What follows belongs to an exercise in optimizing a design on an open flow for small area and a short achievable clock period; a production flow would make more cautious choices. RTL that was checked went through simulation tests only; none was proved equivalent to the original. Power and IR drop assume default switching activity.

Design hpm_counters, start of the top module:
module hpm_counters #(
  parameter int XLEN         = 32,
  parameter int CNT_LEN      = 64,
  parameter int N_HPM        = 4,
  parameter int N_EVENTS     = 8,
  parameter int CSR_CMD_LEN  = 3,
  parameter int CSR_ADDR_LEN = 12
) (
  input  logic                    clk,
  input  logic                    reset,
  input  logic [CSR_CMD_LEN-1:0]  cmd,
  input  logic [CSR_ADDR_LEN-1:0] addr,
  input  logic [XLEN-1:0]         wdata,
  input  logic                    retire,
  input  logic [N_EVENTS-1:0]     events,
  output logic [XLEN-1:0]         rdata,
  output logic                    illegal,
  output logic                    ovf_irq
);
  localparam int NC = 3 + N_HPM;    
  localparam int EW = 4;            
  localparam int G  = 4;            
  localparam int NG = 64 / G;
  logic [31:0]   cnt_lo [NC];
  logic [31:0]   cnt_hi [NC];
  logic [NC-1:0] inhibit;
  logic [NC-1:0] ovf;
  logic [EW-1:0] evsel [N_HPM];
  logic is_wr, is_w, is_s, is_c;
  assign is_w  = (cmd == 3'd2);
  assign is_s  = (cmd == 3'd3);
  assign is_c  = (cmd == 3'd4);
  assign is_wr = is_w | is_s | is_c;
  logic [NC-1:0] h_lo, h_hi;
  for (genvar i = 0; i < NC; i++) begin : g_h
    assign h_lo[i] = (addr[2:0] == 3'(i)) & ~addr[7];
    assign h_hi[i] = (addr[2:0] == 3'(i)) &  addr[7];
  end
  logic a_b, a_c, a_cnt, a_7;
  assign a_b   = (addr[11:8] == 4'hB);
  assign a_c   = (addr[11:8] == 4'hC);
  assign a_cnt = (addr[6:3] == 4'h0);
  assign a_7   = (addr[2:0] == 3'd7);
  logic v_rd;       
  logic v_wr;       
  assign v_rd = (a_b | (a_c & ~is_wr)) & a_cnt;
  assign v_wr = is_wr & a_b & a_cnt;
  logic [N_HPM-1:0] s_ev;
  logic s_inh, s_ovf, a_3xx;
  assign a_3xx = (addr[11:3] == 9'h064);    
  assign s_inh = a_3xx & (addr[2:0] == 3'd0);
  for (genvar j = 0; j < N_HPM; j++) begin : g_sev
    assign s_ev[j] = a_3xx & (addr[2:0] == 3'(3 + j));
  end
  assign s_ovf = (addr == 12'h7C0);
  logic hit;
  assign hit = ((a_b | a_c) & a_cnt & ~a_7) | s_inh | (|s_ev) | s_ovf;
  assign illegal = (|cmd) & (~hit | (a_c & a_cnt & ~a_7 & is_wr));
  ...
Size in the first run: about 92 I/O pins.
Settings: LEC_CHECK=0, CAP_MARGIN=5, CORE_MARGIN=2, CORE_UTILIZATION=30, CTS_BUF_LIST=sky130_fd_sc_hd__clkbuf_4, CTS_CLUSTER_DIAMETER=40, CTS_CLUSTER_SIZE=8, SETUP_SLACK_MARGIN=3.9, SLEW_MARGIN=5; clock period 10.0 ns.
standard.sh (not shown) runs the stock make flow with config.mk's settings and CLKGATE_MAP_FILE= SYNTH_SCRIPT=/design/flow/synth_recipe.tcl, a recipe that flattens the netlist after the stock synthesis.
==> flow/flow/run.sh <==
#!/bin/bash
set -o pipefail
bash standard.sh MATCH_CELL_FOOTPRINT=0 \
  BUFFER_PORTS_ARGS="-buffer_cell sky130_fd_sc_hd__buf_1" finish > flow_make.log 2>&1
The first run produced a clean layout.
Edit:
- SETUP_SLACK_MARGIN: 3.9 -> 4.1
Design area increases by 3.5%. Utilization increases by 1.2 points. Via count increases by 2.1%. Clock power is about the same. Die area does not change. Maximum frequency increases by 2.7%.

## run A
Starting RTL as in the previous note.
clock: 10.0 ns
lec_check: 0
cap_margin: 5
core_margin: 2
core_utilization: 30
cts_buf_list: sky130_fd_sc_hd__clkbuf_4
cts_cluster_diameter: 40
cts_cluster_size: 8
setup_slack_margin: 4.2
slew_margin: 5
tns_end_percent: 5
Scripts as last shown in full above: flow/flow/run.sh
Run A finished every stage and its layout cleared the timing, design-rule and antenna checks.
The following lists how run B was set up differently from run A:
# run A
export LEC_CHECK = 0
export CAP_MARGIN = 5
export CORE_MARGIN = 2
export CORE_UTILIZATION = 30
export CTS_BUF_LIST = sky130_fd_sc_hd__clkbuf_4
export CTS_CLUSTER_DIAMETER = 40
export CTS_CLUSTER_SIZE = 8
export SETUP_SLACK_MARGIN = 4.2
export SLEW_MARGIN = 5
export TNS_END_PERCENT = 5
create_clock -name core_clock -period 10.0 [get_ports {clk}]
# run B
export LEC_CHECK = 0
export CAP_MARGIN = 5
export CORE_MARGIN = 2
export CORE_UTILIZATION = 40
export CTS_BUF_LIST = sky130_fd_sc_hd__clkbuf_4
export CTS_CLUSTER_DIAMETER = 40
export CTS_CLUSTER_SIZE = 8
export SETUP_SLACK_MARGIN = 4.0
export SLEW_MARGIN = 5
create_clock -name core_clock -period 10.0 [get_ports {clk}]
--- outcome ---
- Going from run A to run B, the minimum clock period was found to have gone up by 0.061 ns.
- Total met2 wirelength after detailed routing, run B and run A: larger value in run A
- For the cell area after placement, run B came in 1.4% lower than run A did.
- Between run B and run A, the difference in total number of vias is negligible.
- Delta (run B minus run A): via count of the first global-routing pass dropped about 2.4%; clock-buffer cell count climbed 1.
- Diff run A -> run B | finished layout cell area | down by a few percent
Input changes introduced in run C (baseline for comparison: run B):
# run B
export LEC_CHECK = 0
export CAP_MARGIN = 5
export CORE_MARGIN = 2
export CORE_UTILIZATION = 40
export CTS_BUF_LIST = sky130_fd_sc_hd__clkbuf_4
export CTS_CLUSTER_DIAMETER = 40
export CTS_CLUSTER_SIZE = 8
export SETUP_SLACK_MARGIN = 4.0
export SLEW_MARGIN = 5
create_clock -name core_clock -period 10.0 [get_ports {clk}]
# run C
export LEC_CHECK = 0
export CAP_MARGIN = 20
export CORE_MARGIN = 2
export CORE_UTILIZATION = 30
export CTS_BUF_LIST = sky130_fd_sc_hd__clkbuf_4
export CTS_CLUSTER_DIAMETER = 40
export CTS_CLUSTER_SIZE = 8
export SETUP_SLACK_MARGIN = 4.3
export SLEW_MARGIN = 20
create_clock -name core_clock -period 10.0 [get_ports {clk}]
==> flow/flow/run.sh <==
#!/bin/bash
set -o pipefail
bash standard.sh MATCH_CELL_FOOTPRINT=0 \
  BUFFER_PORTS_ARGS="-buffer_cell sky130_fd_sc_hd__buf_2" finish > flow_make.log 2>&1
==> run notes <==
Measured against each other, run B and run C differ in share of total power in combinational logic, the higher figure coming from run C. Core utilization: run C lower than run B. Side by side, total setup buffers inserted after CTS turned out higher in run C than in run B. Delta (run C minus run B): overall power after layout went up by 4.5%; slew at the pin closest to its max-slew limit lower.
Input-level comparison between run D and run C:
# run C
export LEC_CHECK = 0
export CAP_MARGIN = 20
export CORE_MARGIN = 2
export CORE_UTILIZATION = 30
export CTS_BUF_LIST = sky130_fd_sc_hd__clkbuf_4
export CTS_CLUSTER_DIAMETER = 40
export CTS_CLUSTER_SIZE = 8
export SETUP_SLACK_MARGIN = 4.3
export SLEW_MARGIN = 20
create_clock -name core_clock -period 10.0 [get_ports {clk}]
# run D
export LEC_CHECK = 0
export CAP_MARGIN = 5
export CORE_MARGIN = 2
export CORE_UTILIZATION = 30
export CTS_BUF_LIST = sky130_fd_sc_hd__clkbuf_4
export CTS_CLUSTER_DIAMETER = 40
export CTS_CLUSTER_SIZE = 8
export SETUP_SLACK_MARGIN = 4.0
export SLEW_MARGIN = 5
export TNS_END_PERCENT = 5
create_clock -name core_clock -period 10.0 [get_ports {clk}]
==> flow/flow/run.sh <==
#!/bin/bash
set -o pipefail
bash standard.sh MATCH_CELL_FOOTPRINT=0 \
  BUFFER_PORTS_ARGS="-buffer_cell sky130_fd_sc_hd__buf_1" finish > flow_make.log 2>&1
Findings:
Summary of run D over run C: number of vias after detailed routing now smaller, core utilization now smaller, amount of wire on met2 after detailed routing now smaller, post-CTS setup buffer count now smaller, worst setup slack after layout now smaller. Cmp run D vs run C: number of clock-tree buffers in the layout lower in run D. The run showing the greater slew at the pin closest to its max-slew limit is run D. [run D] sequential share of layout area rose 2.6 points relative to run C. Going from run C to run D, the global-route track usage on met3 was found to have gone down by 0.40 points. | internal power | run D vs run C | 0.00016 W lower |. On total power draw: run D sits below run C.

hpm_counters, a different RTL version from the one above (not shown whole).
For scale: about 480 flip-flops, roughly 29000 um2 of cells after synthesis.
## hpm_counters
module hpm_counters #(
  parameter int XLEN         = 32,
  parameter int CNT_LEN      = 64,
  parameter int N_HPM        = 4,
  parameter int N_EVENTS     = 8,
  parameter int CSR_CMD_LEN  = 3,
  parameter int CSR_ADDR_LEN = 12
) (
  input  logic                    clk,
  input  logic                    reset,
  input  logic [CSR_CMD_LEN-1:0]  cmd,
  input  logic [CSR_ADDR_LEN-1:0] addr,
  input  logic [XLEN-1:0]         wdata,
  input  logic                    retire,
  input  logic [N_EVENTS-1:0]     events,
  output logic [XLEN-1:0]         rdata,
  output logic                    illegal,
  output logic                    ovf_irq
);
  localparam int NC = 3 + N_HPM;    
  localparam int EW = 4;            
  logic [31:0] cnt_lo [NC];
  logic [31:0] cnt_hi [NC];
  logic [NC-1:0] inhibit;
  logic [NC-1:0] ovf;
  logic [EW-1:0] evsel [N_HPM];
  logic is_wr, is_w, is_s, is_c, cmd_nz;
  assign cmd_nz = |cmd;
  assign is_w   = (cmd == 3'd2);
  assign is_s   = (cmd == 3'd3);
  assign is_c   = (cmd == 3'd4);
  assign is_wr  = is_w | is_s | is_c;
  logic a_b, a_c, a_cnt, a_lo, a_hi;
  logic [7:0] a_idx;
  assign a_b   = (addr[11:8] == 4'hB);
  assign a_c   = (addr[11:8] == 4'hC);
  assign a_cnt = (addr[6:3] == 4'h0);
  assign a_lo  = ~addr[7];
  assign a_hi  = addr[7];
  always_comb begin
    for (int k = 0; k < 8; k++) a_idx[k] = (addr[2:0] == 3'(k));
  end
  logic [NC-1:0] rs_lo, rs_hi, ws_lo, ws_hi;
  logic [N_HPM-1:0] s_ev;
  logic s_inh, s_ovf, s_cntb, s_cntc;
  assign s_cntb = a_b & a_cnt & ~a_idx[7];
  assign s_cntc = a_c & a_cnt & ~a_idx[7];
  always_comb begin
    for (int i = 0; i < NC; i++) begin
      rs_lo[i] = (a_b | (a_c & ~is_wr)) & a_cnt & a_lo & a_idx[i];
      rs_hi[i] = (a_b | (a_c & ~is_wr)) & a_cnt & a_hi & a_idx[i];
      ws_lo[i] = is_wr & a_b & a_cnt & a_lo & a_idx[i];
      ws_hi[i] = is_wr & a_b & a_cnt & a_hi & a_idx[i];
    end
  end
  ...
Settings: LEC_CHECK=0, CAP_MARGIN=20, CORE_MARGIN=2, CORE_UTILIZATION=30, SETUP_SLACK_MARGIN=4.0, SLEW_MARGIN=20; clock period 10.0 ns.
run.sh (not shown) runs the stock make flow with config.mk's settings and CLKGATE_MAP_FILE= SYNTH_SCRIPT=/design/flow/synth_recipe.tcl, a recipe that flattens the netlist after the stock synthesis.
Stock flow here: none of the scripts above is used.
==> next run, changes <==
SETUP_SLACK_MARGIN = default   (was 4.0)
Register-to-register slack loses 0.13 ns.
Power is lower by 1.7%.
Maximum frequency went down by 25%.
Cell count came out lower by 5.4%.
Via count falls by 6.7%.
Count of clock-buffer cells in the layout is higher by 6.
No run of this note included a check of the RTL's function; only the layout flow was run.

## v32
Another version of the RTL of hpm_counters (not shown whole).
For scale: about 3000 cells after synthesis, roughly 480 flip-flops, roughly 92 I/O pins, about 28000 sq um of cells after synthesis.
clock: 10.0 ns
lec_check: 0
cap_margin: 20
core_margin: 2
core_utilization: 30
cts_buf_list: sky130_fd_sc_hd__clkbuf_4 sky130_fd_sc_hd__clkbuf_8
setup_slack_margin: 4.5
slew_margin: 20
> inputs changed (v32 -> v16)
- a change of SETUP_SLACK_MARGIN from 4.5 to 4.0
[summary]
- v32 ended up with rdata[30] as its capture point of the worst path; v16 ended up with rdata[5].
- v16 vs v32: source-to-sink clock delay at the later pin of the worst-skew pair down
- v16 vs. v32: core utilization lost 2.2 points, critical path depth lost 3, highest fanout seen on the critical path picked up an extra 23, number of levels the H-tree was split into neither gained nor lost much.
- Having completed the whole flow, v16 delivered a layout that passed the timing, design-rule and antenna checks.
No functional check of the RTL was part of any run of this note.

The RTL this note starts from:
==> flow/design.v <==
module hpm_counters #(
  parameter int XLEN         = 32,
  parameter int CNT_LEN      = 64,
  parameter int N_HPM        = 4,
  parameter int N_EVENTS     = 8,
  parameter int CSR_CMD_LEN  = 3,
  parameter int CSR_ADDR_LEN = 12
) (
  input  logic                    clk,
  input  logic                    reset,
  input  logic [CSR_CMD_LEN-1:0]  cmd,
  input  logic [CSR_ADDR_LEN-1:0] addr,
  input  logic [XLEN-1:0]         wdata,
  input  logic                    retire,
  input  logic [N_EVENTS-1:0]     events,
  output logic [XLEN-1:0]         rdata,
  output logic                    illegal,
  output logic                    ovf_irq
);
  localparam int NC = 3 + N_HPM;    
  localparam int EW = 4;            
  localparam int G  = 4;            
  localparam int NG = 64 / G;
  logic [31:0]   cnt_lo [NC];
  logic [31:0]   cnt_hi [NC];
  logic [NC-1:0] inhibit;
  logic [NC-1:0] ovf;
  logic [EW-1:0] evsel [N_HPM];
  logic is_wr, is_w, is_s, is_c;
  assign is_w  = (cmd == 3'd2);
  assign is_s  = (cmd == 3'd3);
  assign is_c  = (cmd == 3'd4);
  assign is_wr = is_w | is_s | is_c;
  logic [NC-1:0] h_lo, h_hi;
  for (genvar i = 0; i < NC; i++) begin : g_h
    assign h_lo[i] = (addr[2:0] == 3'(i)) & ~addr[7];
    assign h_hi[i] = (addr[2:0] == 3'(i)) &  addr[7];
  end
  logic a_b, a_c, a_cnt, a_7;
  assign a_b   = (addr[11:8] == 4'hB);
  assign a_c   = (addr[11:8] == 4'hC);
  assign a_cnt = (addr[6:3] == 4'h0);
  assign a_7   = (addr[2:0] == 3'd7);
  logic v_rd;       
  logic v_wr;       
  assign v_rd = (a_b | (a_c & ~is_wr)) & a_cnt;
  assign v_wr = is_wr & a_b & a_cnt;
  logic [N_HPM-1:0] s_ev;
  logic s_inh, s_ovf, a_3xx;
  assign a_3xx = (addr[11:3] == 9'h064);    
  assign s_inh = a_3xx & (addr[2:0] == 3'd0);
  for (genvar j = 0; j < N_HPM; j++) begin : g_sev
    assign s_ev[j] = a_3xx & (addr[2:0] == 3'(3 + j));
  end
  assign s_ovf = (addr == 12'h7C0);
  logic hit;
  assign hit = ((a_b | a_c) & a_cnt & ~a_7) | s_inh | (|s_ev) | s_ovf;
  assign illegal = (|cmd) & (~hit | (a_c & a_cnt & ~a_7 & is_wr));
  logic [31:0] m_cnt, cur;
  logic [EW-1:0] m_ev;
  logic [NC-1:0] m_small;
  always_comb begin
    m_cnt = '0;
    for (int i = 0; i < NC; i++)
      m_cnt = m_cnt | ({32{h_lo[i]}} & cnt_lo[i]) | ({32{h_hi[i]}} & cnt_hi[i]);
    m_ev = '0;
    for (int j = 0; j < N_HPM; j++)
      m_ev = m_ev | ({EW{s_ev[j]}} & evsel[j]);
  end
  assign m_small = ({NC{s_inh}} & inhibit) | ({NC{s_ovf}} & ovf) | NC'(m_ev);
  assign cur = ({32{v_rd}} & m_cnt) | 32'(m_small);
  assign rdata = cur;
  logic [31:0] nv;
  assign nv = ({32{is_w}} & wdata) | ({32{is_s}} & (cur | wdata)) |
              ({32{is_c}} & cur & ~wdata);
  logic [NC-1:0] ws_lo, ws_hi, w_any;
  assign ws_lo = {NC{v_wr}} & h_lo;
  assign ws_hi = {NC{v_wr}} & h_hi;
  assign w_any = ws_lo | ws_hi;
  logic [N_HPM-1:0] ev_hit;
  for (genvar j = 0; j < N_HPM; j++) begin : g_ev
    logic [15:0] ev_oh;     
    assign ev_oh = 16'd1 << evsel[j];
    assign ev_hit[j] = |(ev_oh[N_EVENTS:1] & events);
  end
  logic [NC-1:0] inc;
  assign inc[0] = ~inhibit[0];
  assign inc[1] = 1'b1;
  assign inc[2] = ~inhibit[2] & retire;
  assign inc[NC-1:3] = ~inhibit[NC-1:3] & ev_hit;
  function automatic logic all_below(input logic [NG-1:0] a, input int g);
    all_below = 1'b1;
    for (int k = 0; k < NG; k++) if (k <= g) all_below = all_below & a[k];
  endfunction
  logic [NC-1:0] wrap;
  for (genvar i = 0; i < NC; i++) begin : g_cnt
    logic [63:0]   q, d;
    logic [NG-1:0] all1;      
    logic [NG:0]   pre;       
    assign q = {cnt_hi[i], cnt_lo[i]};
    for (genvar g = 0; g < NG; g++) begin : g_a
      assign all1[g] = &q[g*G +: G];
    end
    assign pre[0] = 1'b1;
    for (genvar g = 0; g < NG; g++) begin : g_p
      assign pre[g+1] = all_below(all1, g);
    end
    for (genvar g = 0; g < NG; g++) begin : g_grp
      logic [G:0] c;
      assign c[0] = inc[i] & pre[g] & ~w_any[i];
      for (genvar b = 0; b < G; b++) begin : g_b
        assign c[b+1] = c[b] & q[g*G+b];
      end
      assign d[g*G +: G] = q[g*G +: G] ^ c[G-1:0];
    end
    assign wrap[i] = inc[i] & pre[NG] & ~w_any[i];
    always_ff @(posedge clk or negedge reset) begin
      if (!reset) begin
        cnt_lo[i] <= '0;
        cnt_hi[i] <= '0;
      end else begin
        cnt_lo[i] <= ws_lo[i] ? nv : d[31:0];
        cnt_hi[i] <= ws_hi[i] ? nv : d[63:32];
      end
    end
  end
  always_ff @(posedge clk or negedge reset) begin
    if (!reset) begin
      inhibit <= '0;
      ovf     <= '0;
      for (int j = 0; j < N_HPM; j++) evsel[j] <= '0;
    end else begin
      if (is_wr & s_inh) inhibit <= nv[NC-1:0] & 7'b1111101;
      for (int j = 0; j < N_HPM; j++)
        if (is_wr & s_ev[j]) evsel[j] <= nv[EW-1:0];
      ovf <= (((is_wr & s_ovf) ? nv[NC-1:0] : ovf) | wrap) & 7'b1111101;
    end
  end
  assign ovf_irq = |ovf;
endmodule
==> flow/config.mk <==
export PLATFORM = sky130hd
export DESIGN_NAME = hpm_counters
export DESIGN_NICKNAME = hpm_counters
export VERILOG_FILES = /design/flow/design.v
export SDC_FILE = /design/flow/constraint.sdc
export NUM_CORES = 4
export LEC_CHECK = 0
export CAP_MARGIN = 20
export CORE_MARGIN = 2
export CORE_UTILIZATION = 50
export CTS_BUF_LIST = sky130_fd_sc_hd__clkbuf_4
export CTS_CLUSTER_DIAMETER = 40
export CTS_CLUSTER_SIZE = 8
export SETUP_SLACK_MARGIN = 4.0
export SLEW_MARGIN = 20
==> flow/constraint.sdc <==
create_clock -name core_clock -period 10.0 [get_ports {clk}]
set_input_delay 2.0000 -clock core_clock [delete_from_list [all_inputs] [get_ports {clk}]]
set_output_delay 2.0000 -clock core_clock [all_outputs]
set_load 0.01 [all_outputs]
standard.sh (not shown) runs the stock make flow with config.mk's settings and CLKGATE_MAP_FILE= SYNTH_SCRIPT=/design/flow/synth_recipe.tcl, a recipe that flattens the netlist after the stock synthesis.
==> flow/flow/run.sh <==
#!/bin/bash
set -o pipefail
bash standard.sh MATCH_CELL_FOOTPRINT=0 \
  BUFFER_PORTS_ARGS="-buffer_cell sky130_fd_sc_hd__buf_2" finish > flow_make.log 2>&1
The starting point ran to the end with no violations.
Next try:
==> flow/flow/run.sh (replaced) <==
#!/bin/bash
set -o pipefail
bash standard.sh MATCH_CELL_FOOTPRINT=0 \
  BUFFER_PORTS_ARGS="-buffer_cell sky130_fd_sc_hd__buf_1" finish > flow_make.log 2>&1
CAP_MARGIN = 5   (was 20)
CORE_UTILIZATION = 30   (was 50)
GPL_TIMING_DRIVEN = 1   (was unset)
SLEW_MARGIN = 5   (was 20)
What happened: The new run completed without violations; core utilization is lower by 23 points; via count went down by a few percent; cell count goes up by roughly a tenth; power falls by a few percent; global-route usage came out lower by 17 points; first-iteration DRC count fell by roughly a tenth; routed wire length falls by a few percent; sequential power barely changes.

-- port drivers added, routing unchanged --
The results above use ideal ports. As a check the final layouts listed here were re-extracted and re-timed, cells and wires unchanged. Step 1 sets driving cells, clkbuf_16 on the clock port and buf_2 on the other inputs (assumed; they add their load-dependent delay and slew). Step 2, shift: input delay + t, output delay - t, t = (earliest + latest rising clock arrival at the registers) / 2. This alone moves slack from input paths to output paths. Slacks: no drivers / after step 1 / after step 2; pairs: no drivers / after step 1.
run	t, ns	setup WS [ns]	hold slack, ns	slew at the worst register clock pin (ns)	worst slew at a driven data input, ns
the first run of note 1	0.962	3.888 / 3.845 / 3.117	0.523 / 0.523 / 0.523	0.10 / 0.10	0.07
the second run of note 1	0.977	4.050 / 3.854 / 3.125	0.524 / 0.524 / 0.524	0.11 / 0.11	0.25
run A	0.977	4.061 / 3.870 / 3.104	0.530 / 0.530 / 0.530	0.11 / 0.11	0.25
run B	0.934	4.000 / 3.842 / 3.275	0.544 / 0.544 / 0.544	0.11 / 0.11	0.26
run C	0.959	4.130 / 3.911 / 3.023	0.538 / 0.538 / 0.538	0.10 / 0.10	0.26
run D	0.962	3.941 / 3.864 / 3.370	0.523 / 0.523 / 0.523	0.11 / 0.11	0.10
the first run of note 3	0.702	3.681 / 3.544 / 3.324	0.496 / 0.496 / 0.496	0.08 / 0.08	0.23
the second run of note 3	0.704	1.542 / 1.515 / 1.515	0.504 / 0.504 / 0.504	0.07 / 0.07	0.05
v32	0.778	4.093 / 3.919 / 3.690	0.525 / 0.525 / 0.525	0.07 / 0.07	0.26
v16	0.762	3.940 / 3.841 / 3.317	0.507 / 0.507 / 0.507	0.07 / 0.07	0.24
the first run of note 5	0.977	3.934 / 3.843 / 3.372	0.558 / 0.558 / 0.558	0.10 / 0.10	0.25
the second run of note 5	0.968	4.000 / 3.888 / 3.438	0.524 / 0.524 / 0.524	0.11 / 0.11	0.27
After both steps every run listed still meets setup and hold. The setup slack of run C, which loses most, moves by -0.219 ns with the drivers and by -1.107 ns with both steps.
